This is an optimization exercise on Yosys and OpenROAD, whose aim is small area, a short achievable clock period and few clock cycles per item, not a production implementation.
Where RTL was checked, it was by simulation tests only, not by an equivalence proof against the original.
Only the layout flow was run in runs 4 and 5; the RTL was not checked for function there.
Power and IR drop assume default switching activity.

[flow/design.v]
module muldiv_engine #(
  parameter int WIDTH      = 32,
  parameter int MUL_STAGES = 2
) (
  input  logic             clock,
  input  logic             reset,
  input  logic             flush,
  input  logic [WIDTH-1:0] in_src0,
  input  logic [WIDTH-1:0] in_src1,
  input  logic [1:0]       in_op,
  input  logic             in_sign,
  input  logic             in_valid,
  output logic             in_ready,
  output logic             out_valid,
  input  logic             out_ready,
  output logic [WIDTH-1:0] out_res0,
  output logic [WIDTH-1:0] out_res1,
  output logic             busy
);
  localparam logic [2:0] IDLE = 3'd0;
  localparam logic [2:0] MUL  = 3'd1;
  localparam logic [2:0] NORM = 3'd2;
  localparam logic [2:0] DIV  = 3'd3;
  localparam logic [2:0] DONE = 3'd4;
  localparam logic [1:0] OP_MUL = 2'd1;
  localparam logic [1:0] OP_DIV = 2'd2;
  logic [2:0]  state;
  logic [4:0]  cnt;      
  logic [63:0] P;        
  logic [34:0] A;        
  logic [32:0] B;        
  logic        qneg;
  logic [5:0]  bc;       
  logic accept;
  assign in_ready  = (state == IDLE) && !flush;
  assign accept    = in_valid && in_ready;
  assign out_valid = (state == DONE);
  assign busy      = (state != IDLE);
  muldiv_add #(.N(32)) u_neg0 (.a(P[31:0]  ^ {32{qneg}}), .b(32'd0), .cin(qneg), .s(out_res0));
  assign out_res1 = P[63:32];
  logic        nega, negb, dz, swap;
  logic [31:0] yb, bm1, mcand, mplier;
  logic [34:0] ealign;
  logic [5:0]  la, lb, lmin;
  logic [4:0]  ma, mb;
  logic        za, zb;
  logic [6:0]  diff;
  assign nega   = in_sign & in_src0[31];
  assign negb   = in_sign & in_src1[31];
  assign yb     = in_src1 ^ {32{negb}};
  muldiv_msb u_msba (.x({in_src0[31] & ~in_sign, in_src0[31:1] ^ in_src0[30:0]}), .m(ma), .z(za));
  muldiv_msb u_msbb (.x({in_src1[31] & ~in_sign, in_src1[31:1] ^ in_src1[30:0]}), .m(mb), .z(zb));
  assign la     = za ? 6'd0 : {1'b0, ma} + 6'd1;
  assign lb     = zb ? 6'd0 : {1'b0, mb} + 6'd1;
  muldiv_add #(.N(32)) u_bm1 (.a(in_src1), .b(32'hffffffff), .cin(1'b0), .s(bm1));
  assign dz     = (in_src1 == 32'd0);
  assign swap   = zb ? 1'b0 : za ? 1'b1 : (mb > ma);
  assign lmin   = swap ? la : lb;
  assign mcand  = swap ? in_src1 : in_src0;
  assign mplier = swap ? in_src0 : in_src1;
  assign diff   = (za ? 7'h7f : {2'b00, ma}) + {6'd0, nega} - (zb ? 7'h7f : {2'b00, mb});
  assign ealign = {35{~dneg}}
                ^ (35'(A << {cnt, 1'b1})
                   | ({35{~dpos | dneg}} & ~(35'h7ffffffff << {cnt, 1'b1})));
  function automatic logic [5:0] booth_ctl(input logic [4:0] w);
    booth_ctl = {w[4] & ~(w[3] & w[2]), w[3] ^ w[2],
                 (w[4] & ~w[3] & ~w[2]) | (~w[4] & w[3] & w[2]),
                 w[2] & ~(w[1] & w[0]), w[1] ^ w[0],
                 (w[2] & ~w[1] & ~w[0]) | (~w[2] & w[1] & w[0])};
  endfunction
  logic [37:0] bx, bxa, bxb;
  logic [3:0]  cnt_dn, ia, ib;
  logic [5:0]  bc_next, bca, bcb;
  logic        n1, o1, t1b, n0, o0, t0b;
  logic [34:0] s1, s0, pp1, pp0;
  logic [63:0] mul_next;
  assign cnt_dn  = cnt[3:0] - 4'd1;
  assign bx      = {{4{B[32]}}, B, 1'b0};
  assign bc_next = booth_ctl(bx[{cnt_dn, 2'b00} +: 5]);
  assign ia      = za ? 4'd0 : 4'(({1'b0, ma} + 6'd1) >> 2);
  assign ib      = zb ? 4'd0 : 4'(({1'b0, mb} + 6'd1) >> 2);
  assign bxa     = {{5{in_sign & in_src0[31]}}, in_src0, 1'b0};
  assign bxb     = {{5{in_sign & in_src1[31]}}, in_src1, 1'b0};
  assign bca     = booth_ctl(bxa[{ia, 2'b00} +: 5]);
  assign bcb     = booth_ctl(bxb[{ib, 2'b00} +: 5]);
  assign {n1, o1, t1b, n0, o0, t0b} = bc;
  assign s1  = ({35{o1}} & A) | ({35{t1b}} & {A[33:0], 1'b0});
  assign s0  = ({35{o0}} & A) | ({35{t0b}} & {A[33:0], 1'b0});
  assign pp1 = s1 ^ {35{n1}};
  assign pp0 = s0 ^ {35{n0}};
  logic [37:0] ml, my1, my0, cs_s, cs_c;
  logic [2:0]  mu;
  assign ml   = {P[33:0], 1'b0, n1, 1'b0, n0};
  assign my1  = {pp1[34], pp1, 2'b00};
  assign my0  = {{3{pp0[34]}}, pp0};
  assign cs_s = ml ^ my1 ^ my0;
  assign cs_c = (ml & my1) | (ml & my0) | (my1 & my0);
  assign mu   = {2'b00, cs_c[37]} - {2'b00, my1[37]} - {2'b00, my0[37]};
  muldiv_add #(.N(64)) u_mul (.a({P[59:34], cs_s}), .b({{23{mu[2]}}, mu, cs_c[36:0], 1'b0}),
                              .cin(1'b0), .s(mul_next));
  logic [34:0] rx, d1, d2a, eh;
  logic [35:0] d2b, cs3_s, cs3_c;
  logic        sd1, sd2a, sd2b;
  logic        ge1, ge2, dpos, dneg, cval, cdec;
  logic [31:0] r2;
  assign rx    = {{3{dneg & P[63]}}, P[63:32]};
  assign eh    = {A[34], A[34:1]};
  assign cval  = dneg | dpos;
  assign cdec  = ~dneg & dpos;
  assign cs3_s = {rx[34], rx} ^ {A[34], A} ^ {eh[34], eh};
  assign cs3_c = {((rx & A) | (rx & eh) | (A & eh)), cval};
  muldiv_add2 #(.N(35)) u_d1  (.a(rx), .b(A),  .cv(cval), .cd(cdec), .s(d1),  .sd(sd1));
  muldiv_add2 #(.N(35)) u_d2a (.a(rx), .b(eh), .cv(cval), .cd(cdec), .s(d2a), .sd(sd2a));
  muldiv_add2 #(.N(36)) u_d2b (.a(cs3_s), .b(cs3_c), .cv(cval), .cd(cdec), .s(d2b), .sd(sd2b));
  assign ge1 = sd1 ^ ~dneg;
  assign ge2 = ge1 ? (sd2b ^ ~dneg) : (sd2a ^ ~dneg);
  assign r2  = ge1 ? (ge2 ? d2b[31:0] : d1[31:0]) : (ge2 ? d2a[31:0] : P[63:32]);
  always_ff @(posedge clock) begin
    if (reset) begin
      state <= IDLE;
    end else if (flush) begin
      state <= IDLE;
    end else begin
      case (state)
        IDLE: begin
          if (accept) begin
            if (in_op == OP_MUL) state <= MUL;
            else if (in_op == OP_DIV) state <= (dz || diff[6]) ? DONE : NORM;
          end
        end
        MUL:  if (cnt == 5'd0) state <= DONE;
        NORM: state <= DIV;
        DIV:  if (cnt == 5'd0) state <= DONE;
        DONE: if (out_ready) state <= IDLE;
        default: state <= IDLE;
      endcase
    end
  end
  always_ff @(posedge clock) begin
    case (state)
      IDLE: begin
        if (accept) begin
          if (in_op == OP_DIV) begin
            A    <= {3'b000, (nega & ~negb) ? bm1 : yb};
            P    <= {in_src0, {32{dz}}};
            cnt  <= diff[5:1];
            dpos <= ~negb;
            dneg <= nega;
            qneg <= (nega ^ negb) & ~dz;
          end else begin
            A    <= {{3{in_sign & mcand[31]}}, mcand};
            B    <= {in_sign & mplier[31], mplier};
            bc   <= swap ? bca : bcb;
            P    <= 64'd0;
            cnt  <= {1'b0, lmin[5:2]};
            qneg <= 1'b0;
          end
        end
      end
      MUL: begin
        P   <= mul_next;
        bc  <= bc_next;
        cnt <= cnt - 5'd1;
      end
      NORM: begin
        A <= ealign;
      end
      DIV: begin
        P   <= {r2, P[29:0], ge1, ge2};
        A   <= {{2{A[34]}}, A[34:2]};
        cnt <= cnt - 5'd1;
      end
      default: ;
    endcase
  end
endmodule
module muldiv_add #(
  parameter int N = 32
) (
  input  logic [N-1:0] a,
  input  logic [N-1:0] b,
  input  logic         cin,
  output logic [N-1:0] s
);
  localparam int L = $clog2(N);
  logic [N-1:0] p0;
  logic [N-1:0] g [0:L];
  logic [N-1:0] p [0:L];
  assign p0   = a ^ b;
  assign g[0] = (a & b) | {{(N-1){1'b0}}, p0[0] & cin};
  assign p[0] = p0;
  for (genvar l = 0; l < L; l++) begin : g_lvl
    for (genvar i = 0; i < N; i++) begin : g_bit
      if ((i >> l) % 2 == 1) begin : g_comb
        localparam int J = ((i >> l) << l) - 1;
        assign g[l+1][i] = g[l][i] | (p[l][i] & g[l][J]);
        assign p[l+1][i] = p[l][i] & p[l][J];
      end else begin : g_pass
        assign g[l+1][i] = g[l][i];
        assign p[l+1][i] = p[l][i];
      end
    end
  end
  assign s = p0 ^ {g[L][N-2:0], cin};
endmodule
module muldiv_msb (
  input  logic [31:0] x,
  output logic [4:0]  m,
  output logic        z
);
  logic [15:0]      z1;
  logic [15:0][0:0] p1;
  logic [7:0]       z2;
  logic [7:0][1:0]  p2;
  logic [3:0]       z3;
  logic [3:0][2:0]  p3;
  logic [1:0]       z4;
  logic [1:0][3:0]  p4;
  always_comb begin
    for (int i = 0; i < 16; i++) begin
      z1[i] = ~(x[2*i+1] | x[2*i]);
      p1[i] = x[2*i+1];
    end
    for (int i = 0; i < 8; i++) begin
      z2[i] = z1[2*i+1] & z1[2*i];
      p2[i] = z1[2*i+1] ? {1'b0, p1[2*i]} : {1'b1, p1[2*i+1]};
    end
    for (int i = 0; i < 4; i++) begin
      z3[i] = z2[2*i+1] & z2[2*i];
      p3[i] = z2[2*i+1] ? {1'b0, p2[2*i]} : {1'b1, p2[2*i+1]};
    end
    for (int i = 0; i < 2; i++) begin
      z4[i] = z3[2*i+1] & z3[2*i];
      p4[i] = z3[2*i+1] ? {1'b0, p3[2*i]} : {1'b1, p3[2*i+1]};
    end
    z = z4[1] & z4[0];
    m = z4[1] ? {1'b0, p4[0]} : {1'b1, p4[1]};
  end
endmodule
module muldiv_add2 #(
  parameter int N = 32
) (
  input  logic [N-1:0] a,
  input  logic [N-1:0] b,
  input  logic         cv,
  input  logic         cd,
  output logic [N-1:0] s,
  output logic         sd
);
  localparam int L = $clog2(N);
  logic [N-1:0] p0;
  logic [N-1:0] g [0:L];
  logic [N-1:0] p [0:L];
  assign p0   = a ^ b;
  assign g[0] = a & b;
  assign p[0] = p0;
  for (genvar l = 0; l < L; l++) begin : g_lvl
    for (genvar i = 0; i < N; i++) begin : g_bit
      if ((i >> l) % 2 == 1) begin : g_comb
        localparam int J = ((i >> l) << l) - 1;
        assign g[l+1][i] = g[l][i] | (p[l][i] & g[l][J]);
        assign p[l+1][i] = p[l][i] & p[l][J];
      end else begin : g_pass
        assign g[l+1][i] = g[l][i];
        assign p[l+1][i] = p[l][i];
      end
    end
  end
  assign s  = p0 ^ {g[L][N-2:0] | (p[L][N-2:0] & {(N-1){cv}}), cv};
  assign sd = p0[N-1] ^ (g[L][N-2] | (p[L][N-2] & cd));
endmodule
[flow/flow/run.sh]
#!/bin/bash
# Standard synthesis and layout; only the setup repair margin is raised so
# that repair_timing works towards a shorter period than the 11 ns clock.
set -euo pipefail
bash standard.sh synth > synth.log 2>&1
bash standard.sh finish SETUP_SLACK_MARGIN=6 > layout.log 2>&1
[flow/standard.sh]
#!/bin/bash
# synth_recipe.tcl (not shown) runs the flow's synth.tcl, then flattens the netlist and writes it again
# the make line also repeats each setting of config.mk as NAME=value (left out here)
make -C /OpenROAD-flow-scripts/flow DESIGN_CONFIG=/design/flow/config.mk WORK_HOME=/design/flow/orfs CLKGATE_MAP_FILE= SYNTH_SCRIPT=/design/flow/synth_recipe.tcl "${@:-finish}"
[flow/config.mk]
export PLATFORM = sky130hd
export DESIGN_NAME = muldiv_engine
export DESIGN_NICKNAME = muldiv_engine
export VERILOG_FILES = /design/flow/design.v
export SDC_FILE = /design/flow/constraint.sdc
export NUM_CORES = 4
export LEC_CHECK = 0
export CAP_MARGIN = 20
export CORE_MARGIN = 2
export CORE_UTILIZATION = 40
export SLEW_MARGIN = 20
export TNS_END_PERCENT = 5
[flow/constraint.sdc]
create_clock -name core_clock -period 11.0 [get_ports {clock}]
set_input_delay 2.2000 -clock core_clock [delete_from_list [all_inputs] [get_ports {clock}]]
set_output_delay 2.2000 -clock core_clock [all_outputs]
set_load 0.01 [all_outputs]
==> results of run 1 <==
## layout make-up
cell class	count	area [µm²]	area share, %
multi-input cells	2511	20000	66.8
inverters	137	586	1.95
diodes	2	5.00	0.0167
clock inverters	13	158	0.526
well taps	790	988	3.30
clock buffers	18	429	1.43
flip-flops and latches	149	4440	14.8
repair buffers	345	3350	11.2
## cell usage after synthesis, types with 44 or more instances
cell	n	area [µm²]
inv_1	131	492
clkbuf_1	129	484
edfxtp_1	146	4380
o21ai_0	222	1110
xor2_1	94	823
nor2_1	216	811
nor3_1	49	245
fa_1	77	1540
ha_1	221	2770
nand2_1	217	815
nand3_1	77	385
nor2b_1	44	275
a21oi_1	246	1230
a22oi_1	94	706
a21o_1	82	616
xnor2_1	197	1730
mux2i_1	62	621
## logic make-up (layout without fill, tap and decap cells)
| group | Yosys count | in the layout | synth area share [%] |
|---|---|---|---|
| compound gates | 985 | 985 | 26.4 |
| simple gates | 818 | 820 | 16.3 |
| buf+inv | 345 | 513 | 5.90 |
| fa+ha+maj | 298 | 298 | 17.4 |
| xor+xnor | 293 | 293 | 10.5 |
| flops | 149 | 149 | 18.0 |
| mux | 115 | 115 | 5.53 |
| other cells | 0 | 2 | 0 |
## worst max-delay path, stage by stage
cell and delay [ns]:
buf_12 0.10, or4_4 0.53, o22ai_4 0.20, nand4_4 0.16, buf_6 0.15, o32ai_4 0.37, inv_4 0.13, ha_4 0.19
nor2b_4 0.09, o21a_1 0.10, o21a_1 0.10, o21ai_1 0.06, inv_1 0.08, o22ai_2 0.07, a21o_2 0.21, buf_12 0.15
buf_12 0.13, and2_4 0.20, buf_4 0.15, nor3_1 0.24, o21ai_0 0.14
## timing repair
action	4_1_cts	5_1_grt
resized for setup	586	102
buffers inserted	90	44
pin swaps	80	43
endpoints found under the setup margin	205	204
cloned	6	4
## stage by stage
stage	instances	cell area, µm²
final	3965	30000
after global routing	3965	30000
after CTS	3915	29200
after detailed placement	3788	26800
after global placement	3788	26800
after floorplan	3003	24900
## how the worst min path moves through the flow
stage | startpoint | endpoint | slack [ns]
floorplan | P[0] | P[2] | 0.61
global placement | P[0] | P[2] | 0.65
detailed placement | P[0] | P[2] | 0.67
CTS | P[0] | P[2] | 0.68
global route | P[0] | P[2] | 0.76
finish | P[0] | P[2] | 0.67
## where the power goes
part | internal [µW] | switching [µW] | leakage [µW] | total [µW]
sequential | 714 | 86.2 | 0.00141 | 800
clock | 354 | 289 | 0.000281 | 643
combinational | 1770 | 2370 | 0.0103 | 4140
total | 2840 | 2740 | 0.0120 | 5580
## registers in the layout, summed over array words and instances (netlist names)
| name | flops |
|---|---|
| P | 64 |
| dneg | 1 |
| bc | 6 |
| cnt | 5 |
| state | 3 |
| A | 35 |
| B | 33 |
| dpos | 1 |
| qneg | 1 |
## metal layers
layer / global-route usage (%) / up-vias / wire length, µm
met4: 17.5 / 4 / 5880
met1: 44.3 / 12400 / 44200
met5: 0 / - / 26
li1: - / 11400 / -
met2: 51.6 / 1383 / 48200
met3: 7.08 / 275 / 11200
==> results.json, run 1 <==
{
  "finalSetupTns_ns": 0,
  "seq_area_frac_synth_pct": 18.0,
  "numCtsBuffers": 17,
  "end_kind": "flip-flop",
  "wl_um": 110000,
  "port-buffer-count": 138,
  "clock-skew-final_ns": 0.0235,
  "dr.pass1.iters": 8,
  "fp.dieH_um": 253,
  "synth_ff_type": "edfxtp_1",
  "min_period_ns": 5.57,
  "rrSetupSlack_ns": 5.91,
  "path_class": "in -> reg",
  "die_x_um": 253,
  "power.total_uw": 5580,
  "track_usage_pct": 33.6,
  "ys.warnings.count": 14,
  "io_pins": 139,
  "cts_sinks": 149,
  "vias": 25600,
  "fin_util_pct": 48.8,
  "syn_inst": 3003,
  "nets": 3531,
  "antenna_found_initial": 4,
  "worst-path-max-fanout": 7,
  "p_leak_uw": 0.0120,
  "synthesis.area_um2": 24700,
  "cp.arrival_ns": 5.78,
  "cts_tree": "done",
  "syn_nets": 3373,
  "post-route-period-util_pct": 50.6,
  "reg2regPathDepth": 15,
  "synth_seq_cells": 149,
  "grt_pass1_vias": 24600,
  "area_growth_pct": 21.1,
  "mostFrequentLayoutCells": "a21oi_1, nand2_1, nor2_1",
  "syn-mean-instance-area_um2": 8.24,
  "drtIter0Drc": 2982,
  "place_congestion": 0.981,
  "hold_depth": 2,
  "startpoint_type": "input port",
  "yosys.cell_types.count": 108,
  "dp_hpwl_um": 81300,
  "ant_nets": 0,
  "grt_max_degree": 53,
  "r2r_end": "P[41]",
  "grt_pass1_wl_um": 159000,
  "grt_setup_unrepaired": "yes",
  "drive_above_1_share_pct": 18.5,
  "hold_violations": 0,
  "h-tree-depth": 4,
  "synthArstFlopShare_pct": 0,
  "cts_buffer_depth": 2,
  "rows": 91,
  "rr_startpoint": "dneg",
  "power_density_nw_per_um2": 186,
  "cp-startpoint": "in_src0[26]",
  "timing.fmax_mhz": 180,
  "layout_commonest_cell": "a21oi_1",
  "setup_ws_ns": 5.43,
  "path_clk_slew_ns": 0.07,
  "grt-ovfl-total": 0,
  "fill_cells": 5845,
  "drt-wirelength-per-cell_um": 27.6,
  "drc_errors": 0,
  "clock_latency_ns": 0.50,
  "cts_hold_buffers": 0,
  "outcome": "finished clean",
  "max-vdd-ir-drop_uv": 144,
  "cp_data_required_time_ns": 11.21,
  "maxCapViolCount": 0,
  "place_ws_ns": 3.14,
  "tightest_slew_ns": 1.23,
  "cp-endpoint": "A[27]",
  "hold_class": "reg -> reg",
  "synth_edf_count": 146,
  "hold_slack_ns": 0.673,
  "initial_utilization_pct": 40.3,
  "clock-root-buffer": "clkbuf_16",
  "maxSlewHeadroom_pct": 16.9,
  "drv_slew": 0,
  "core_area_um2": 61400,
  "die_area_um2": 63800,
  "setup_violations": 0,
  "via_per_inst": 6.45
}
Testbench counts, summed over its fixed seeds: cycles 19,131, items 3,200.
==> run 2: changes to the inputs <==
==> flow/run.sh (new file) <==
#!/bin/bash
# synth_recipe.tcl (not shown) runs the flow's synth.tcl, then flattens the netlist and writes it again
# the make line also repeats each setting of config.mk as NAME=value (left out here)
make -C /OpenROAD-flow-scripts/flow DESIGN_CONFIG=/design/flow/config.mk WORK_HOME=/design/flow/orfs CLKGATE_MAP_FILE= SYNTH_SCRIPT=/design/flow/synth_recipe.tcl finish
--- a/flow/config.mk
+++ b/flow/config.mk
@@ -8,5 +8,6 @@
 export CAP_MARGIN = 20
 export CORE_MARGIN = 2
 export CORE_UTILIZATION = 40
+export SETUP_SLACK_MARGIN = 5
 export SLEW_MARGIN = 20
 export TNS_END_PERCENT = 5
removed: flow/flow/run.sh
removed: flow/standard.sh
==> run 2 against run 1 <==
  * Sequential cell count unchanged
  * Still clean
  * Count of clock-buffer cells in the layout unchanged
  * Design area down 5.4%
  * Core utilization down 2.6 points
  * Critical path type unchanged
  * Clock power down 6.8%
  * Combinational power down 7.5%
  * Highest routed layer is now met4
==> results.json, run 2 <==
{
  "timing.fmax_mhz": 164,
  "synthesis.area_um2": 24700,
  "port-buffer-count": 138,
  "use_met3_pct": 6.94,
  "setup_violations": 0,
  "drv_slew": 0,
  "die_area_um2": 63800,
  "synth_edf_count": 146,
  "io_pins": 139,
  "slowest_delay_ns": 0.55,
  "drive_above_1_share_pct": 12.6,
  "drtIter0Drc": 2588,
  "grt-ovfl-total": 0,
  "top_regs": "P x64, A x35, B x33",
  "tightest_slew_ns": 1.14,
  "h-tree-depth": 4,
  "via_per_inst": 6.47,
  "grt_setup_unrepaired": "yes",
  "maxCapViolCount": 0,
  "dr.pass1.iters": 6,
  "synth_top_area_share_pct": 17.7,
  "critical-path-slowest-cell": "or4_4",
  "path_class": "in -> reg",
  "vias": 25100,
  "hold_violations": 0,
  "ant_nets": 0,
  "syn_nets": 3373,
  "synth_seq_cells": 149,
  "p_leak_uw": 0.0113,
  "drt-wirelength-per-cell_um": 27.1,
  "dp_hpwl_um": 79600,
  "drc_errors": 0,
  "clock-root-buffer": "clkbuf_16",
  "cts_sinks": 149,
  "min_period_ns": 6.10,
  "yosysMostFrequentCell": "a21oi_1",
  "fp.dieH_um": 253,
  "end_kind": "flip-flop",
  "yosys.cell_types.count": 108,
  "layout_commonest_cell": "a21oi_1",
  "ys.warnings.count": 14,
  "synthArstFlopShare_pct": 0,
  "syn-mean-instance-area_um2": 8.24,
  "hold_class": "reg -> reg",
  "yosys-top-cells-area": "edfxtp_1, ha_1, xnor2_1, fa_1, a21oi_1",
  "yosysTopAreaCell": "edfxtp_1",
  "clock_latency_ns": 0.50,
  "track_usage_pct": 32.3,
  "finalSetupTns_ns": 0,
  "cts_tree": "done",
  "mostFrequentLayoutCells": "a21oi_1, nand2_1, ha_1",
  "crit_chain": "clkdlybuf4s50_1, buf_6, or4_4, o22a_1, o211ai_1, a31o_2, inv_2, buf_4, nor3_4, a32oi_4, mux2_2, or3_1, nand4_1, nor2_1, ha_1, nor4_2, a21oi_1, o21ai_2",
  "post-route-period-util_pct": 55.5,
  "top_usage_layer": "met2",
  "cp_data_required_time_ns": 11.32,
  "place_congestion": 0.999,
  "cts_buffer_depth": 2,
  "gr-usage-met1_pct": 40.5,
  "nets": 3441,
  "grt_pass1_wl_um": 154000,
  "core_area_um2": 61400,
  "yosys-top-cells-count": "a21oi_1, o21ai_0, ha_1",
  "maxSlewHeadroom_pct": 23.2,
  "power_density_nw_per_um2": 186,
  "cp.arrival_ns": 6.43,
  "clock-skew-final_ns": 0.0142,
  "die_x_um": 253,
  "seq_area_frac_synth_pct": 18.0,
  "numCtsBuffers": 17,
  "worst-path-max-fanout": 11,
  "grt_use_met2_pct": 52.2,
  "antenna_found_initial": 1,
  "synth_ff_type": "edfxtp_1",
  "largest_reg_flops": 64,
  "outcome": "finished clean",
  "syn_inst": 3003,
  "max-vdd-ir-drop_uv": 197,
  "wl_um": 105000,
  "top_register": "P",
  "grt_pass1_vias": 23900,
  "initial_utilization_pct": 40.3,
  "grt_max_degree": 53,
  "rows": 91,
  "startpoint_type": "input port",
  "hold_slack_ns": 0.690,
  "path_clk_slew_ns": 0.07,
  "area_growth_pct": 14.6
}
-- run 2: cell types whose count changed in the layout (fill, tap and decap cells not counted), sizes merged, moves of 2 or more --
cell | previous run | this run
buf | 259 | 126
clkdlybuf4s15 | 5 | 26
dlygate4sd2 | 9 | 6
clkdlybuf4s50 | 64 | 82
bufinv | 3 | 1
inv | 135 | 140
clkbuf | 23 | 27
clkinv | 9 | 7
-- run 2: repair_timing --
| item | in CTS | in global routing |
|---|---|---|
| endpoints found under the setup margin | 109 | 120 |
| pin swaps | 20 | 19 |
| cloned | 6 | 0 |
| setup buffers | 32 | 23 |
| resized for setup | 235 | 80 |
| hold buffers | 0 | 0 |
-- run 2: cell type report --
class,count,area [µm²]
fill,5999,33000
multi-input combinational,2511,19500
sequential,149,4440
timing repair buffer,255,2340
tap,790,988
inverter,137,534
clock buffer,18,429
clock inverter,14,128
antenna,1,2.50
-- run 2: critical path: cells and delay by family --
| kind | cells | cell delay (ns) |
|---|---|---|
| buffers and inverters | 4 | 0.91 |
| adders and majority gates | 1 | 0.25 |
| and+or+nand+nor | 6 | 1.69 |
| muxes | 1 | 0.29 |
| AOI/OAI and AO/OA | 6 | 1.07 |
-- run 2: report_power, final --
group,leakage [µW],total (µW),internal (µW),switching [µW]
logic,0.00964,3830,1620,2210
registers,0.00141,843,715,129
clock network,0.000265,599,312,287
-- run 2: cell families (layout without fill, tap and decap cells) --
group / Yosys count / in the layout / share of synthesized area (%)
AOI/OAI and AO/OA: 985 / 986 / 26.4
and+or+nand+nor: 818 / 819 / 16.3
buffers and inverters: 345 / 424 / 5.90
adders and majority gates: 298 / 298 / 17.4
xor gates and xnor gates: 293 / 293 / 10.5
DFF: 149 / 149 / 18.0
muxes: 115 / 115 / 5.53
other: 0 / 1 / 0
-- run 2: path summary, 6_finish.rpt --
path / startpoint / end / slack (ns) / cells after the start
worst max register to register: bc[4] / P[62] / 5.08 / 20
worst min-delay path: P[0] / P[2] / 0.69 / 2
worst min register to register: P[0] / P[2] / 0.69 / 2
worst max-delay path: in_src0[11] / bc[2] / 4.90 / 18
-- run 2: per-layer routing --
layer  up-vias  share of wire [%]  routed length [µm]
met1     12300                 40               41700
met2      1261                 46               48100
met3       273                9.0                9510
li1      11300                  -                   -
met5         -                  0                   0
met4         0                5.6                5920
-- run 2: through the flow --
stage | total power (µW) | worst slack (ns) | std cells | util (%) | cell area (µm²)
2_1_floorplan | 3530 | 4.95 | 3003 | - | 24800
3_3_place_gp | 4390 | 2.70 | 3781 | 43.4 | 26700
3_5_place_dp | 4460 | 2.74 | 3781 | 43.5 | 26700
4_1_cts | 5180 | 4.96 | 3851 | 45.7 | 28000
5_1_grt | 5650 | 4.83 | 3874 | 46.2 | 28300
6_report | 5270 | 4.90 | 3875 | 46.2 | 28300
==> run 3: changes to the inputs <==
--- a/flow/config.mk
+++ b/flow/config.mk
@@ -10,4 +10,3 @@
 export CORE_UTILIZATION = 40
 export SETUP_SLACK_MARGIN = 5
 export SLEW_MARGIN = 20
-export TNS_END_PERCENT = 5
==> run 3 against run 2 <==
  * Largest cell class unchanged
  * Critical endpoint is now bc[4]
  * Clock power is 6.7% higher
  * Combinational power is 2% higher
  * Non-clock buffer count is 28 higher
  * Power is 1.6% higher
  * Still clean
  * Highest routed layer unchanged
==> results.json, run 3 <==
{
  "grt_pass1_vias": 24100,
  "yosys-top-cells-count": "a21oi_1, o21ai_0, ha_1",
  "seq_area_frac_synth_pct": 18.0,
  "synth_top_area_share_pct": 17.7,
  "vias": 25300,
  "track_usage_pct": 32.2,
  "maxCapViolCount": 0,
  "drc_errors": 0,
  "initial_utilization_pct": 40.3,
  "clock-root-buffer": "clkbuf_16",
  "synth_top_family_by_area": "compound AO/OA/AOI/OAI gates",
  "dp.cells": 3786,
  "crit_chain": "dlygate4sd2_1, o21ai_0, a31oi_1, a221oi_2, o32ai_4, inv_4, buf_4, buf_4, buf_4, nand3_1, o21ai_2, a2111oi_2, or3_4, nor2_2, ha_1, mux2i_1, o21ai_0",
  "slowest_delay_ns": 0.70,
  "cp_data_required_time_ns": 11.23,
  "synth_edf_count": 146,
  "die_area_um2": 63800,
  "dp_hpwl_um": 79200,
  "top_register": "P",
  "synthArstFlopShare_pct": 0,
  "drive_above_1_share_pct": 13.7,
  "h-tree-depth": 4,
  "fill_cells": 5947,
  "crit_buf_inv": 5,
  "yosysTopAreaCell": "edfxtp_1",
  "crit_top_cell": "buf_4",
  "drt-wirelength-per-cell_um": 26.9,
  "synth_mux_area_share_pct": 5.53,
  "rows": 91,
  "whs_endpoint": "P[2]",
  "stdcell_count": 3904,
  "ys.warnings.count": 14,
  "cts_tree": "done",
  "place_congestion": 1.04,
  "drtIter0Drc": 2790,
  "rr_startpoint": "bc[4]",
  "io_pins": 139,
  "synthSimpleGateAreaFrac_pct": 16.3,
  "layout_commonest_cell": "a21oi_1",
  "numCtsBuffers": 17,
  "critical-path-slowest-cell": "dlygate4sd2_1",
  "dr.pass1.iters": 12,
  "reg2regPathDepth": 20,
  "path_class": "in -> reg",
  "yosys-top-cells-area": "edfxtp_1, ha_1, xnor2_1, fa_1, a21oi_1",
  "grt_max_degree": 53,
  "maxSlewHeadroom_pct": 24.0,
  "hold_class": "reg -> reg",
  "power_density_nw_per_um2": 187,
  "clock_latency_ns": 0.51,
  "synth_seq_cells": 149,
  "yosys.cell_types.count": 108,
  "min_period_ns": 5.94,
  "area_growth_pct": 15.9,
  "synthesis.area_um2": 24700,
  "via_per_inst": 6.47,
  "syn_inst": 3003,
  "cp.arrival_ns": 6.17,
  "fp.dieH_um": 253,
  "end_kind": "flip-flop",
  "synth_compound_area_share_pct": 26.4,
  "yosysMostFrequentCell": "a21oi_1",
  "startpoint_type": "input port",
  "drv_slew": 0,
  "hold_violations": 0,
  "yosys.area_share.adder_pct": 17.4,
  "cts_buffer_depth": 2,
  "grt_pass1_wl_um": 155000,
  "hold_depth": 2,
  "mostFrequentLayoutCells": "a21oi_1, nand2_1, o21ai_0",
  "post-route-period-util_pct": 54.0,
  "syn_nets": 3373,
  "synth-xor-area-share_pct": 10.5,
  "timing.fmax_mhz": 168,
  "r2r_end": "P[61]",
  "synth_ff_type": "edfxtp_1",
  "clock-skew-final_ns": 0.0262,
  "worst_path_dominant_cell_family": "compound AO/OA/AOI/OAI gates",
  "grt_setup_unrepaired": "yes",
  "die_x_um": 253,
  "syn-mean-instance-area_um2": 8.24,
  "wl_um": 105000,
  "tightest_slew_ns": 1.13,
  "grt-ovfl-total": 0,
  "finalSetupTns_ns": 0,
  "cts_sinks": 149,
  "p_leak_uw": 0.0115,
  "worst-path-max-fanout": 9,
  "path_clk_slew_ns": 0.07,
  "outcome": "finished clean",
  "antenna_found_initial": 1,
  "top_regs": "P x64, A x35, B x33",
  "setup_violations": 0,
  "hp-start": "P[0]",
  "rrSetupSlack_ns": 5.25,
  "largest_reg_flops": 64,
  "ant_nets": 0,
  "core_area_um2": 61400,
  "max-vdd-ir-drop_uv": 153,
  "port-buffer-count": 138,
  "nets": 3470
}
==> run 3: where the power goes <==
group	internal, µW	switching [µW]	total, µW
clock network	364	274	639
logic	1650	2240	3890
registers	715	117	832
==> run 3: worst max path at each step <==
stage                            from       end  slack (ns)  cells after the start
after floorplan            in_src1[6]    cnt[1]        4.97                     23
after global placement     in_src1[7]     A[24]        2.87                     21
after detailed placement  in_src1[18]     A[33]        2.94                     21
after CTS                 in_src1[17]  state[2]        5.00                     20
after global routing       in_src1[9]     bc[3]        4.97                     16
final                      in_src0[3]     bc[4]        5.06                     17
==> run 3: cells by family (layout without fill, tap and decap cells) <==
logic type                 count (synthesis)  in the layout
AOI/OAI and AO/OA                        985            988
and+or+nand+nor                          818            818
buffers and inverters                    345            452
adders and majority gates                298            298
xor gates and xnor gates                 293            293
DFF                                      149            149
muxes                                    115            115
other                                      0              1
==> run 3: cell type report <==
class	count	area (µm²)	area share [%]
Clock inverter	10	150	0.524
Timing Repair Buffer	283	2540	8.87
Clock buffer	22	454	1.58
Inverter	137	558	1.95
Sequential cell	149	4440	15.5
Tap cell	790	988	3.45
Multi-Input combinational cell	2512	19500	68.1
Antenna cell	1	2.50	0.00873
==> run 3: per-layer routing <==
metal	up-vias	wire length, µm	GRT usage [%]
li1	11300	-	-
met1	12300	42900	41.8
met2	1355	46400	50.8
met3	293	9310	5.70
met4	0	6260	17.7
met5	-	0	0
==> run 3: metrics by stage <==
stage | cell area, µm² | utilization, % | setup slack [ns] | hold slack, ns | power, µW
2_1_floorplan | 24800 | - | 4.97 | 0.606 | 3530
3_3_place_gp | 26700 | 43.5 | 2.87 | 0.646 | 4400
3_5_place_dp | 26700 | 43.5 | 2.94 | 0.660 | 4480
4_1_cts | 28200 | 46.0 | 5.00 | 0.676 | 5250
5_1_grt | 28700 | 46.7 | 4.97 | 0.732 | 5750
6_report | 28700 | 46.7 | 5.06 | 0.679 | 5360
==> run 3: what timing repair did <==
item                                    CTS  global route
pin swaps                                21            32
endpoints found under the setup margin  108           103
gates resized for setup                 196           163
setup buffers                            49            28
gates cloned                              7             1
hold buffers                              0             0
==> run 3: tightest hold or removal path, delay by kind of cell (launching register included) <==
family | cells | cell delay (ns)
flip-flops | 1 | 0.35
multiplexers | 1 | 0.07
AO/OA/AOI/OAI | 1 | 0.13
==> run 4: changes to the inputs <==
--- a/flow/design.v
+++ b/flow/design.v
@@ -17,14 +17,14 @@
   output logic [WIDTH-1:0] out_res1,
   output logic             busy
 );
-  localparam logic [2:0] IDLE = 3'd0;
-  localparam logic [2:0] MUL  = 3'd1;
-  localparam logic [2:0] NORM = 3'd2;
-  localparam logic [2:0] DIV  = 3'd3;
-  localparam logic [2:0] DONE = 3'd4;
+  localparam logic [1:0] IDLE = 2'd0;
+  localparam logic [1:0] MUL  = 2'd1;
+  localparam logic [1:0] DIV  = 2'd2;
+  localparam logic [1:0] DONE = 2'd3;
   localparam logic [1:0] OP_MUL = 2'd1;
   localparam logic [1:0] OP_DIV = 2'd2;
-  logic [2:0]  state;
+  logic [1:0]  state;
+  logic        first;    
   logic [4:0]  cnt;      
   logic [63:0] P;        
   logic [34:0] A;        
@@ -59,9 +59,9 @@
   assign mcand  = swap ? in_src1 : in_src0;
   assign mplier = swap ? in_src0 : in_src1;
   assign diff   = (za ? 7'h7f : {2'b00, ma}) + {6'd0, nega} - (zb ? 7'h7f : {2'b00, mb});
-  assign ealign = {35{~dneg}}
-                ^ (35'(A << {cnt, 1'b1})
-                   | ({35{~dpos | dneg}} & ~(35'h7ffffffff << {cnt, 1'b1})));
+  assign ealign = {35{first & ~dneg}}
+                ^ (35'(A << ({cnt, 1'b1} & {6{first}}))
+                   | ({35{first & (~dpos | dneg)}} & ~(35'h7ffffffff << {cnt, 1'b1})));
   function automatic logic [5:0] booth_ctl(input logic [4:0] w);
     booth_ctl = {w[4] & ~(w[3] & w[2]), w[3] ^ w[2],
                  (w[4] & ~w[3] & ~w[2]) | (~w[4] & w[3] & w[2]),
@@ -104,12 +104,12 @@
   logic        ge1, ge2, dpos, dneg, cval, cdec;
   logic [31:0] r2;
   assign rx    = {{3{dneg & P[63]}}, P[63:32]};
-  assign eh    = {A[34], A[34:1]};
+  assign eh    = {ealign[34], ealign[34:1]};
   assign cval  = dneg | dpos;
   assign cdec  = ~dneg & dpos;
-  assign cs3_s = {rx[34], rx} ^ {A[34], A} ^ {eh[34], eh};
-  assign cs3_c = {((rx & A) | (rx & eh) | (A & eh)), cval};
-  muldiv_add2 #(.N(35)) u_d1  (.a(rx), .b(A),  .cv(cval), .cd(cdec), .s(d1),  .sd(sd1));
+  assign cs3_s = {rx[34], rx} ^ {ealign[34], ealign} ^ {eh[34], eh};
+  assign cs3_c = {((rx & ealign) | (rx & eh) | (ealign & eh)), cval};
+  muldiv_add2 #(.N(35)) u_d1  (.a(rx), .b(ealign), .cv(cval), .cd(cdec), .s(d1),  .sd(sd1));
   muldiv_add2 #(.N(35)) u_d2a (.a(rx), .b(eh), .cv(cval), .cd(cdec), .s(d2a), .sd(sd2a));
   muldiv_add2 #(.N(36)) u_d2b (.a(cs3_s), .b(cs3_c), .cv(cval), .cd(cdec), .s(d2b), .sd(sd2b));
   assign ge1 = sd1 ^ ~dneg;
@@ -125,11 +125,10 @@
         IDLE: begin
           if (accept) begin
             if (in_op == OP_MUL) state <= MUL;
-            else if (in_op == OP_DIV) state <= (dz || diff[6]) ? DONE : NORM;
+            else if (in_op == OP_DIV) state <= (dz || diff[6]) ? DONE : DIV;
           end
         end
         MUL:  if (cnt == 5'd0) state <= DONE;
-        NORM: state <= DIV;
         DIV:  if (cnt == 5'd0) state <= DONE;
         DONE: if (out_ready) state <= IDLE;
         default: state <= IDLE;
@@ -146,6 +145,7 @@
             cnt  <= diff[5:1];
             dpos <= ~negb;
             dneg <= nega;
+            first <= 1'b1;
             qneg <= (nega ^ negb) & ~dz;
           end else begin
             A    <= {{3{in_sign & mcand[31]}}, mcand};
@@ -162,12 +162,10 @@
         bc  <= bc_next;
         cnt <= cnt - 5'd1;
       end
-      NORM: begin
-        A <= ealign;
-      end
       DIV: begin
         P   <= {r2, P[29:0], ge1, ge2};
-        A   <= {{2{A[34]}}, A[34:2]};
+        A   <= {{2{ealign[34]}}, ealign[34:2]};
+        first <= 1'b0;
         cnt <= cnt - 5'd1;
       end
       default: ;
--- a/flow/config.mk
+++ b/flow/config.mk
@@ -10,3 +10,4 @@
 export CORE_UTILIZATION = 40
 export SETUP_SLACK_MARGIN = 5
 export SLEW_MARGIN = 20
+export TNS_END_PERCENT = 5
==> run 4 against run 3 <==
  * Core utilization up 2.2 points
  * Power down 4.2%
  * Register-to-register slack worse by 0.45 ns
  * Clock skew down 0.0094 ns
  * Final cell count up 0.26%
  * Critical path depth up 4
  * Sequential share of layout area down 0.67 points
  * Design area up 3.3%
  * Largest cell class unchanged
==> results.json, run 4 <==
{
  "path_class": "in -> reg",
  "dp.cells": 3765,
  "ys.warnings.count": 14,
  "drc_errors": 0,
  "crit_buf_inv": 3,
  "grt_max_degree": 73,
  "yosys-top-cells-count": "nand2_1, a21oi_1, ha_1",
  "cp-startpoint": "in_sign",
  "max-vdd-ir-drop_uv": 136,
  "seq_area_frac_synth_pct": 17.9,
  "finalSetupTns_ns": 0,
  "drv_slew": 0,
  "synthesis.area_um2": 24600,
  "core_area_um2": 60600,
  "syn-mean-instance-area_um2": 8.23,
  "numCtsBuffers": 17,
  "synth_top_area_share_pct": 17.7,
  "stdcell_count": 3914,
  "end_kind": "flip-flop",
  "initial_utilization_pct": 40.6,
  "ant_nets": 0,
  "drt-wirelength-per-cell_um": 26.9,
  "drtIter0Drc": 2597,
  "maxSlewHeadroom_pct": 25.1,
  "fp.dieH_um": 252,
  "place_congestion": 0.985,
  "post-route-period-util_pct": 57.4,
  "worst_path_dominant_cell_family": "simple AND/OR/NAND/NOR gates",
  "yosys.cell_types.count": 113,
  "dpl_cell_area_um2": 26600,
  "yosysMostFrequentCell": "nand2_1",
  "synth_ff_type": "edfxtp_1",
  "outcome": "finished clean",
  "dp_hpwl_um": 78500,
  "crit_top_cell": "o21a_1",
  "syn_inst": 2990,
  "io_pins": 139,
  "startpoint_type": "input port",
  "h-tree-depth": 4,
  "wl_um": 105000,
  "hold_violations": 0,
  "setup_violations": 0,
  "maxCapViolCount": 0,
  "hold_class": "reg -> reg",
  "largest_reg_flops": 64,
  "cp.arrival_ns": 6.59,
  "port-buffer-count": 138,
  "worst-path-max-fanout": 12,
  "clock-skew-final_ns": 0.0168,
  "critical-path-slowest-cell": "nor2b_4",
  "grt_pass1_vias": 24400,
  "syn_nets": 3361,
  "grt-ovfl-total": 0,
  "vias": 25300,
  "die_x_um": 252,
  "cts_buffer_depth": 2,
  "area_growth_pct": 20.4,
  "synth_edf_count": 145,
  "clock-root-buffer": "clkbuf_16",
  "top_regs": "P x64, A x33, B x33",
  "timing.fmax_mhz": 158,
  "cp_data_required_time_ns": 11.28,
  "path_clk_slew_ns": 0.08,
  "rr_startpoint": "cnt[0]",
  "synthArstFlopShare_pct": 0,
  "hp-start": "state[0]",
  "min_period_ns": 6.31,
  "layout_commonest_cell": "nand2_1",
  "top_register": "P",
  "cts_sinks": 147,
  "drive_above_1_share_pct": 16.6,
  "p_leak_uw": 0.0119,
  "nets": 3488,
  "power.total_uw": 5130,
  "power_density_nw_per_um2": 173,
  "via_per_inst": 6.45,
  "mostFrequentLayoutCells": "nand2_1, a21oi_1, ha_1",
  "grt_pass1_wl_um": 155000,
  "die_area_um2": 63500,
  "antenna_found_initial": 2,
  "clock_latency_ns": 0.51,
  "slowest_delay_ns": 0.47,
  "synth_seq_cells": 147,
  "yosys-top-cells-area": "edfxtp_1, ha_1, xnor2_1, fa_1, a21oi_1",
  "rows": 90,
  "grt_setup_unrepaired": "yes",
  "final_area_um2": 29600,
  "dr.pass1.iters": 7,
  "fin_util_pct": 48.9,
  "yosysTopAreaCell": "edfxtp_1",
  "crit_chain": "clkdlybuf4s15_1, nor2b_4, nor4_4, buf_4, and2_2, a211oi_2, a21o_4, inv_1, ha_1, nor2b_1, o21a_1, o21a_1, o21ai_0, nand2b_1, a21oi_4, or2_4, or3_4, or2_2, nor4bb_2, a21oi_1, o211ai_1",
  "cts_tree": "done",
  "fill_cells": 5857,
  "track_usage_pct": 32.6,
  "tightest_slew_ns": 1.12
}
[run 4: changes by cell type in the layout (fill, tap and decap cells not counted), moves of 16 or more]
cell	previous run	this run
a21o_1	81	109
a21oi_1	238	220
a21oi_2	6	28
buf_4	128	144
clkbuf_2	26	1
clkdlybuf4s15_2	5	29
mux2_2	39	21
nand2_1	213	252
nand3_1	74	54
nor2_1	206	184
o21ai_0	213	167
o21bai_1	17	34
[run 4: cell type report]
cell class | count | area, µm² | share of cell area, %
tap | 782 | 978 | 3.30
inverter | 128 | 514 | 1.74
timing repair buffer | 315 | 3100 | 10.5
clock buffer | 17 | 425 | 1.44
antenna | 2 | 5.00 | 0.0169
clock inverter | 15 | 206 | 0.697
multi-input combinational | 2507 | 20000 | 67.5
timing repair inverter | 1 | 5.00 | 0.0169
sequential | 147 | 4390 | 14.8
[run 4: through the flow]
step / hold slack, ns / setup WS [ns]
global placement: 0.513 / 2.09
CTS: 0.557 / 4.93
global route: 0.588 / 4.66
floorplan: 0.486 / 4.98
detailed placement: 0.531 / 2.66
finish: 0.562 / 4.69
[run 4: power breakdown]
part / switching (µW) / internal [µW]
Clock: 345 / 313
Sequential: 101 / 700
Combinational: 2080 / 1590
[run 4: worst reg2reg max path, delay by kind of cell (launching register included)]
kind / cells / cell delay [ns]
AO/OA/AOI/OAI: 14 / 2.74
buffers and inverters: 5 / 0.89
AND/OR/NAND/NOR: 4 / 0.77
adder cells (fa/ha/maj): 2 / 0.77
flip-flops: 1 / 0.42
XOR/XNOR: 1 / 0.29
multiplexers: 1 / 0.09
[run 4: final timing paths]
kind / end / slack, ns / cells past startpoint
worst min-delay path: state[0] / 0.56 / 2
worst max-delay path: bc[3] / 4.69 / 21
worst max register to register: P[60] / 4.80 / 27
worst min register to register: state[0] / 0.56 / 2
[run 4: cells by family after synthesis]
family | count (synthesis) | synth area share (%)
simple gates | 776 | 15.2
mux | 104 | 5.05
xor+xnor | 312 | 11.2
fa+ha+maj | 299 | 17.5
compound gates | 1014 | 27.3
buf+inv | 338 | 5.86
flops | 147 | 17.9
[run 4: routing by layer]
metal	track usage, %	routed length, µm
met1	42.4	43000
met2	53.1	48600
met3	5.40	8740
met4	14.6	4930
met5	0	0
[run 4: timing repair]
action | 4_1_cts | 5_1_grt
setup endpoints to repair | 159 | 121
hold buffers | 0 | 0
pin swaps | 62 | 31
gates resized for setup | 360 | 66
setup buffers | 79 | 23
gates cloned | 8 | 4
==> run 5: changes to the inputs <==
==> flow/flow/run.sh (new file) <==
#!/bin/bash
# Standard synthesis and layout; only the setup repair margin is raised so
# that repair_timing works towards a shorter period than the 11 ns clock.
set -euo pipefail
bash standard.sh synth > synth.log 2>&1
bash standard.sh finish SETUP_SLACK_MARGIN=6 > layout.log 2>&1
==> flow/standard.sh (new file) <==
#!/bin/bash
# synth_recipe.tcl (not shown) runs the flow's synth.tcl, then flattens the netlist and writes it again
# the make line also repeats each setting of config.mk as NAME=value (left out here)
make -C /OpenROAD-flow-scripts/flow DESIGN_CONFIG=/design/flow/config.mk WORK_HOME=/design/flow/orfs CLKGATE_MAP_FILE= SYNTH_SCRIPT=/design/flow/synth_recipe.tcl "${@:-finish}"
--- a/flow/config.mk
+++ b/flow/config.mk
@@ -8,6 +8,5 @@
 export CAP_MARGIN = 20
 export CORE_MARGIN = 2
 export CORE_UTILIZATION = 40
-export SETUP_SLACK_MARGIN = 5
 export SLEW_MARGIN = 20
 export TNS_END_PERCENT = 5
removed: flow/run.sh
==> run 5 against run 4 <==
  * Still clean
  * Final cell count up 0.66%
  * Non-clock buffer count up 22
  * Die area unchanged
  * Clock power down 2%
  * Critical endpoint is now bc[4]
==> results.json, run 5 <==
{
  "synthArstFlopShare_pct": 0,
  "cts_tree": "done",
  "grt_max_degree": 74,
  "min_period_ns": 6.17,
  "place_congestion": 0.999,
  "yosys-top-cells-count": "nand2_1, a21oi_1, ha_1",
  "tightest_slew_ns": 1.15,
  "track_usage_pct": 32.5,
  "max-vdd-ir-drop_uv": 134,
  "grt_pass1_wl_um": 155000,
  "place_ws_ns": 2.98,
  "die_area_um2": 63500,
  "largest_reg_flops": 64,
  "synth_edf_count": 145,
  "timing.fmax_mhz": 162,
  "vias": 25400,
  "path_class": "in -> reg",
  "wl_um": 105000,
  "drt-wirelength-per-cell_um": 26.7,
  "hold_class": "reg -> reg",
  "hold_violations": 0,
  "area_growth_pct": 22.4,
  "grt_use_met2_pct": 51.2,
  "layout_commonest_cell": "nand2_1",
  "p_leak_uw": 0.0120,
  "cp_data_required_time_ns": 11.23,
  "numCtsBuffers": 17,
  "die_x_um": 252,
  "grt_setup_unrepaired": "yes",
  "h-tree-depth": 4,
  "top_regs": "P x64, A x33, B x33",
  "synth_ff_type": "edfxtp_1",
  "yosys.cell_types.count": 113,
  "cp.arrival_ns": 6.41,
  "synth_seq_cells": 147,
  "maxSlewHeadroom_pct": 23.2,
  "syn-mean-instance-area_um2": 8.23,
  "drtIter0Drc": 2612,
  "dp_hpwl_um": 77300,
  "finalSetupTns_ns": 0,
  "mostFrequentLayoutCells": "nand2_1, a21oi_1, xnor2_1",
  "io_pins": 139,
  "synth_top_area_share_pct": 17.7,
  "core_area_um2": 60600,
  "drive_above_1_share_pct": 19.3,
  "drc_errors": 0,
  "ys.warnings.count": 14,
  "setup_violations": 0,
  "drv_slew": 0,
  "power_density_nw_per_um2": 172,
  "grt-ovfl-total": 0,
  "clock-skew-final_ns": 0.0128,
  "post-route-period-util_pct": 56.1,
  "dr.pass1.iters": 6,
  "top_usage_layer": "met2",
  "nets": 3510,
  "clock_latency_ns": 0.51,
  "via_per_inst": 6.45,
  "top_register": "P",
  "yosysMostFrequentCell": "nand2_1",
  "setup_ws_ns": 4.83,
  "clock-root-buffer": "clkbuf_16",
  "ant_nets": 0,
  "use_met3_pct": 6.10,
  "grt_pass1_vias": 24500,
  "rows": 90,
  "yosysTopAreaCell": "edfxtp_1",
  "antenna_found_initial": 4,
  "fp.dieH_um": 252,
  "syn_nets": 3361,
  "initial_utilization_pct": 40.6,
  "port-buffer-count": 138,
  "dpl_cell_area_um2": 26800,
  "syn_inst": 2990,
  "cts_sinks": 147,
  "maxCapViolCount": 0,
  "yosys-top-cells-area": "edfxtp_1, ha_1, xnor2_1, fa_1, a21oi_1",
  "fin_util_pct": 49.7,
  "outcome": "finished clean",
  "seq_area_frac_synth_pct": 17.9,
  "startpoint_type": "input port",
  "synthesis.area_um2": 24600,
  "gr-usage-met1_pct": 42.4,
  "path_clk_slew_ns": 0.08,
  "final_area_um2": 30100,
  "cts_buffer_depth": 2,
  "worst-path-max-fanout": 8,
  "end_kind": "flip-flop"
}
run 5: kinds of logic (layout without fill, tap and decap cells):
family | Yosys count | after routing | synth area share [%]
AND/OR/NAND/NOR | 776 | 777 | 15.2
AO/OA/AOI/OAI | 1014 | 1014 | 27.3
adder cells (fa/ha/maj) | 299 | 299 | 17.5
buffers and inverters | 338 | 499 | 5.86
XOR/XNOR | 312 | 312 | 11.2
other | 0 | 6 | 0
multiplexers | 104 | 104 | 5.05
flip-flops | 147 | 147 | 17.9
run 5: area by class of cell:
| cell class | instances | area [µm²] |
|---|---|---|
| antenna | 6 | 15.0 |
| clock buffer | 18 | 439 |
| inverter | 128 | 526 |
| clock inverter | 14 | 158 |
| sequential | 147 | 4390 |
| timing repair buffer | 337 | 3230 |
| fill | 5754 | 30500 |
| tap | 782 | 978 |
| timing repair inverter | 2 | 13.8 |
| multi-input combinational | 2506 | 20400 |
run 5: critical path, cell delays in order:
cell,delay [ns]
clkdlybuf4s50_1,0.46
buf_4,0.28
inv_1,0.09
o21ai_0,0.19
a31o_2,0.19
a31oi_1,0.08
o221a_4,0.32
buf_4,0.16
nor3_2,0.67
nor2_1,0.27
o41a_1,0.58
nor2_1,0.13
ha_1,0.24
mux2i_1,0.37
o21ai_0,0.16
run 5: timing repair:
action,in CTS,in global routing
hold buffers,0,0
resized for setup,391,189
cloned,11,3
setup endpoints to repair,204,202
setup buffers,102,31
pin swaps,69,59
run 5: metal layers:
layer / wire, µm / vias to the layer above
li1: - / 11400
met2: 47500 / 1266
met5: 0 / -
met1: 43100 / 12400
met3: 9100 / 295
met4: 5660 / 0
run 5: worst paths after layout:
check	startpoint	to	slack, ns	depth (start not counted)
hold / removal	state[0]	state[0]	0.56	2
hold reg to reg	state[0]	state[0]	0.56	2
setup / recovery	in_src0[2]	bc[4]	4.83	15
setup reg to reg	cnt[0]	P[35]	4.91	26
run 5: where the power goes:
part	internal (µW)	leakage, µW	switching (µW)
registers	700	0.00139	99.3
logic	1630	0.0103	2100
clock network	328	0.000285	319
run 5: stage by stage:
stage	hold WS [ns]	instances	power, µW
6_report	0.559	3940	5180
2_1_floorplan	0.482	2990	3170
3_3_place_gp	0.517	3754	3960
5_1_grt	0.573	3934	5510
3_5_place_dp	0.540	3754	4010
4_1_cts	0.553	3899	4990

separate check: timing with driven ports:
Ports are ideal in the flow. The routed layouts listed here were re-timed in OpenROAD. Step 1 assumes that a clkbuf_16 drives the clock port and a buf_2 every other input. Step 2 adds t to the input delays and takes it off the output delays; t is the mean of the earliest and latest rising clock arrival at the registers after step 1. Input paths then give back, and output paths get back, about the clock's delay inside the block. Three values: no drivers, after step 1, after step 2; two values: the first two.
run	t (ns)	setup WS [ns]	worst slew at a driven data input, ns
run 1	0.556	5.429 / 5.443 / 4.887	0.08
run 2	0.552	4.897 / 4.931 / 4.380	0.06
run 3	0.553	5.057 / 5.086 / 4.533	0.06
run 4	0.560	4.690 / 4.725 / 4.164	0.04
run 5	0.564	4.827 / 4.850 / 4.286	0.04
After both steps setup and hold are still met in every run listed. For run 1, which loses most, drivers alone change the setup slack by +0.014 ns; drivers and shift together by -0.542 ns.
